Context: an optimization exercise on an open-source flow, tuned for small area and few clock cycles per item. The choices shown serve that exercise and are no tape-out recipe.
Function was checked by simulation only, so behaviour that the tests miss may differ from the original.
The clock port is modelled as an ideal driver; clocking choices that lean on that would not hold on a real chip.

==> module dot_prod_top, before the edit <==
module dot_prod_top #(
   parameter int sample_w = dot_pkg::sample_w,
   parameter int prod_w   = dot_pkg::prod_w,
   parameter int sum_w    = dot_pkg::sum_w,
   parameter int out_w    = dot_pkg::out_w,
   parameter int dot_len  = dot_pkg::dot_len
) (
   input  logic                       clk,
   input  logic                       rst_n_i,
   input  logic                       req_i,
   input  logic signed [sample_w-1:0] xi_i,
   input  logic signed [sample_w-1:0] xq_i,
   input  logic signed [sample_w-1:0] yi_i,
   input  logic signed [sample_w-1:0] yq_i,
   input  logic                       res_ack_i,
   output logic                       ack_o,
   output logic                       res_req_o,
   output logic signed [out_w-1:0]    res_i_o,
   output logic signed [out_w-1:0]    res_q_o
);
   localparam int acc_w = 2 * sample_w + 3;        
   localparam int shift = sum_w - out_w;           
   localparam int res_w = acc_w - shift;           
   localparam logic [acc_w-1:0] acc_init = 27'd78307328;
   logic req_s1, req_s2;
   logic ack_s1, ack_s2;
   logic [sample_w-1:0] r0, r1, r2, r3;
   logic [1:0] kph;       
   logic       a_is_i;    
   logic       pend;      
   logic [1:0] mcnt;      
   logic [2:0] bcnt;      
   logic       res_full;  
   logic       act;       
   logic       clr;       
   logic       sub;       
   logic       cap, last_step, blk_done;
   logic       ack_n, pend_n, res_full_n, res_req_n, acc_free_n;
   logic       act_n, clr_n, sub_n;
   logic [1:0] mcnt_n, kph_n;
   logic [2:0] bcnt_n;
   localparam int n_cut = 2;
   logic [acc_w-1:0] acc_a, acc_b, base, sum, res_b;
   logic [n_cut-1:0] cry_b, cout;
   always_ff @(posedge clk or negedge rst_n_i) begin
      if (!rst_n_i) begin
         req_s1 <= 1'b0;
         req_s2 <= 1'b0;
         ack_s1 <= 1'b0;
         ack_s2 <= 1'b0;
      end else begin
         req_s1 <= req_i;
         req_s2 <= req_s1;
         ack_s1 <= res_ack_i;
         ack_s2 <= ack_s1;
      end
   end
   assign last_step = act && (mcnt == 2'd3);
   assign blk_done  = last_step && (bcnt == 3'(dot_len - 1));
   assign cap       = req_s2 && !ack_o && (!pend || last_step) && !a_is_i;
   always_comb begin
      ack_n      = cap || (ack_o && req_s2);
      pend_n     = cap || (pend && !last_step);
      mcnt_n     = act ? mcnt + 2'd1 : mcnt;
      bcnt_n     = !last_step ? bcnt : blk_done ? 3'd0 : bcnt + 3'd1;
      res_full_n = blk_done || (res_full && !(res_req_o && ack_s2));
      res_req_n  = res_req_o ? !ack_s2 : ((res_full || blk_done) && !ack_s2);
      kph_n      = cap ? 2'd0 : kph + 2'd1;
      acc_free_n = !res_full_n || (res_req_n && ack_s1);
      act_n      = pend_n && (mcnt_n != 2'd0 || bcnt_n != 3'd0 || acc_free_n);
      clr_n      = act_n && (bcnt_n == 3'd0) && (mcnt_n < 2'd2);
      sub_n      = act_n && (kph_n == 2'd2);
   end
   always_ff @(posedge clk or negedge rst_n_i) begin
      if (!rst_n_i) begin
         ack_o     <= 1'b0;
         pend      <= 1'b0;
         mcnt      <= 2'd0;
         bcnt      <= 3'd0;
         res_full  <= 1'b0;
         res_req_o <= 1'b0;
         a_is_i    <= 1'b0;
         kph       <= 2'd0;
         act       <= 1'b0;
         clr       <= 1'b0;
         sub       <= 1'b0;
      end else begin
         ack_o     <= ack_n;
         pend      <= pend_n;
         mcnt      <= mcnt_n;
         bcnt      <= bcnt_n;
         res_full  <= res_full_n;
         res_req_o <= res_req_n;
         a_is_i    <= !a_is_i;
         kph       <= kph_n;
         act       <= act_n;
         clr       <= clr_n;
         sub       <= sub_n;
      end
   end
   always_ff @(posedge clk) begin
      if (cap) begin
         r0 <= xi_i;
         r1 <= yi_i;
         r2 <= xq_i;
         r3 <= yq_i;
      end else begin
         r0 <= r1;
         r1 <= r2;
         r2 <= r3;
         r3 <= r0;
      end
   end
   assign base = clr ? acc_init : acc_a;
   cpx_multiply u_mac (
      .x    (r0),
      .y    (r1),
      .act  (act),
      .sub  (sub),
      .base (base),
      .co   (cout),
      .sum  (sum)
   );
   cpx_settle u_set (
      .b (acc_b),
      .c (cry_b),
      .r (res_b)
   );
   always_ff @(posedge clk) begin
      acc_a <= res_b;
      acc_b <= sum;
      cry_b <= cout;
   end
   logic [acc_w-1:0] si, sq;
   assign si = a_is_i ? acc_a : res_b;
   assign sq = a_is_i ? res_b : acc_a;
   assign res_i_o = {{(out_w-res_w){si[acc_w-1]}}, si[acc_w-1:shift]};
   assign res_q_o = {{(out_w-res_w){sq[acc_w-1]}}, sq[acc_w-1:shift]};
endmodule
export LEC_CHECK = 0
export CAP_MARGIN = 20
export CORE_MARGIN = 2
export CORE_UTILIZATION = 60
export PLACE_DENSITY = 0.75
export SLEW_MARGIN = 20
create_clock -name core_clock -period 8.0 [get_ports {clk}]
standard.sh (not shown) runs the stock make flow with config.mk's settings and CLKGATE_MAP_FILE= SYNTH_SCRIPT=/design/flow/synth_recipe.tcl, a recipe that flattens the netlist after the stock synthesis.
==> flow/flow/run.sh <==
#!/bin/bash
# Layout flow: the standard flow (standard.sh) with three changes that
# only affect cell choice, not the design or its constraints:
#  - ABC maps the synthesized logic with an area-oriented script
#    (flow/abc_area_nf.script) instead of the speed script; synthesis is
#    otherwise synth_recipe.tcl unchanged (same passes, flatten, renames);
#  - the port buffers that ORFS inserts are sky130_fd_sc_hd__buf_1;
#  - clock_tree_synthesis gets the arguments in flow/cts_args (small clock
#    buffers, no dummy loads).
# make's output goes to standard.log here; each tool's full log is under
# orfs/logs.
set -euo pipefail
here=$(pwd)
{
  printf 'proc abc {args} {\n'
  printf '  set i [lsearch -exact $args -script]\n'
  printf '  if {$i >= 0} { lset args [expr {$i + 1}] %s/flow/abc_area_nf.script }\n' "$here"
  printf '  yosys abc {*}$args\n'
  printf '}\n'
  cat synth_recipe.tcl
} > my_synth.tcl
sed "s#SYNTH_SCRIPT=[^ ]*#SYNTH_SCRIPT=$here/my_synth.tcl#" standard.sh > my_standard.sh
grep -q "SYNTH_SCRIPT=$here/my_synth.tcl" my_standard.sh
# optional extra arguments for yosys synth (flow/synth_args), e.g. -noabc
# to leave the fine-grained logic to extract_fa and the final ABC run.
if [[ -s flow/synth_args ]]; then export SYNTH_ARGS="$(cat flow/synth_args)"; fi
export BUFFER_PORTS_ARGS="-buffer_cell sky130_fd_sc_hd__buf_1"
export CTS_ARGS="$(cat flow/cts_args)"
bash my_standard.sh > standard.log 2>&1
==> flow/flow/abc_area_nf.script <==
strash
dch -f
amap
topo
stime -c
==> flow/flow/cts_args <==
-sink_clustering_enable -repair_clock_nets -dont_use_dummy_load -buf_list {sky130_fd_sc_hd__clkbuf_4} -sink_clustering_size 10 -sink_clustering_max_diameter 60 -sink_clustering_levels 1
==> flow/flow/synth_args <==
-noabc
The starting point completed with no timing, DRC or antenna violations.
Testbench counts at the start, summed over its fixed seeds: cycles 9,612, results 320.
Rerun with:
--- a/flow/design.v
+++ b/flow/design.v
@@ -553,11 +553,11 @@
    localparam int res_w = acc_w - shift;           
    localparam logic [acc_w-1:0] acc_init = 27'd78307328;
    logic req_s1, req_s2;
    logic ack_s1, ack_s2;
    logic [sample_w-1:0] r0, r1, r2, r3;
-   logic [1:0] kph;       
+   logic       kph1;
    logic       a_is_i;    
    logic       pend;      
    logic [1:0] mcnt;      
    logic [2:0] bcnt;      
    logic       res_full;  
@@ -565,11 +565,12 @@
    logic       clr;       
    logic       sub;       
    logic       cap, last_step, blk_done;
    logic       ack_n, pend_n, res_full_n, res_req_n, acc_free_n;
    logic       act_n, clr_n, sub_n;
-   logic [1:0] mcnt_n, kph_n;
+   logic [1:0] mcnt_n;
+   logic       kph1_n;
    logic [2:0] bcnt_n;
    localparam int n_cut = 2;
    logic [acc_w-1:0] acc_a, acc_b, base, sum, res_b;
    logic [n_cut-1:0] cry_b, cout;
    always_ff @(posedge clk or negedge rst_n_i) begin
@@ -593,26 +594,26 @@
       pend_n     = cap || (pend && !last_step);
       mcnt_n     = act ? mcnt + 2'd1 : mcnt;
       bcnt_n     = !last_step ? bcnt : blk_done ? 3'd0 : bcnt + 3'd1;
       res_full_n = blk_done || (res_full && !(res_req_o && ack_s2));
       res_req_n  = res_req_o ? !ack_s2 : ((res_full || blk_done) && !ack_s2);
-      kph_n      = cap ? 2'd0 : kph + 2'd1;
+      kph1_n     = cap ? 1'b0 : (kph1 ^ !a_is_i);
       acc_free_n = !res_full_n || (res_req_n && ack_s1);
       act_n      = pend_n && (mcnt_n != 2'd0 || bcnt_n != 3'd0 || acc_free_n);
       clr_n      = act_n && (bcnt_n == 3'd0) && (mcnt_n < 2'd2);
-      sub_n      = act_n && (kph_n == 2'd2);
+      sub_n      = act_n && kph1_n && !a_is_i;     
    end
    always_ff @(posedge clk or negedge rst_n_i) begin
       if (!rst_n_i) begin
          ack_o     <= 1'b0;
          pend      <= 1'b0;
          mcnt      <= 2'd0;
          bcnt      <= 3'd0;
          res_full  <= 1'b0;
          res_req_o <= 1'b0;
          a_is_i    <= 1'b0;
-         kph       <= 2'd0;
+         kph1      <= 1'b0;
          act       <= 1'b0;
          clr       <= 1'b0;
          sub       <= 1'b0;
       end else begin
          ack_o     <= ack_n;
@@ -620,11 +621,11 @@
          mcnt      <= mcnt_n;
          bcnt      <= bcnt_n;
          res_full  <= res_full_n;
          res_req_o <= res_req_n;
          a_is_i    <= !a_is_i;
-         kph       <= kph_n;
+         kph1      <= kph1_n;
          act       <= act_n;
          clr       <= clr_n;
          sub       <= sub_n;
       end
    end
=> The new run completed without violations. Register-to-register slack degrades by 0.27 ns. Count of clock-buffer cells in the layout does not change. Via count came out higher by a few percent. Non-clock buffer count is unchanged. Synthesized cell count came out higher slightly. Cell count went up slightly. Routed wire length goes up by a few percent. Core utilization is lower by 0.20 points. Worst hold slack gets better by 0.012 ns.
Testbench counts after the change, summed over its fixed seeds: cycles 9,612, results 320.

## separate check: timing with driven ports
The results above use ideal ports. As a check the final layouts listed here were re-extracted and re-timed, cells and wires unchanged.
Step 1 assumes that a clkbuf_16 drives the clock port and a buf_2 every other input.
Step 2 adds t to the input delays and takes it off the output delays; t is the mean of the earliest and latest rising clock arrival at the registers after step 1. Input paths then give back, and output paths get back, about the clock's delay inside the block.
Slacks: no drivers / after step 1 / after step 2; pairs: no drivers / after step 1.
run	shift t [ns]	setup slack, ns	worst setup path at the end	worst register clock-pin slew, ns	pins driven straight from the clock port
the first run	0.568	0.615 / 0.615 / 0.615	register to register	0.12 / 0.12	1
the second run	0.563	0.344 / 0.344 / 0.344	register to register	0.12 / 0.12	1
After both steps setup and hold are still met in every run listed.
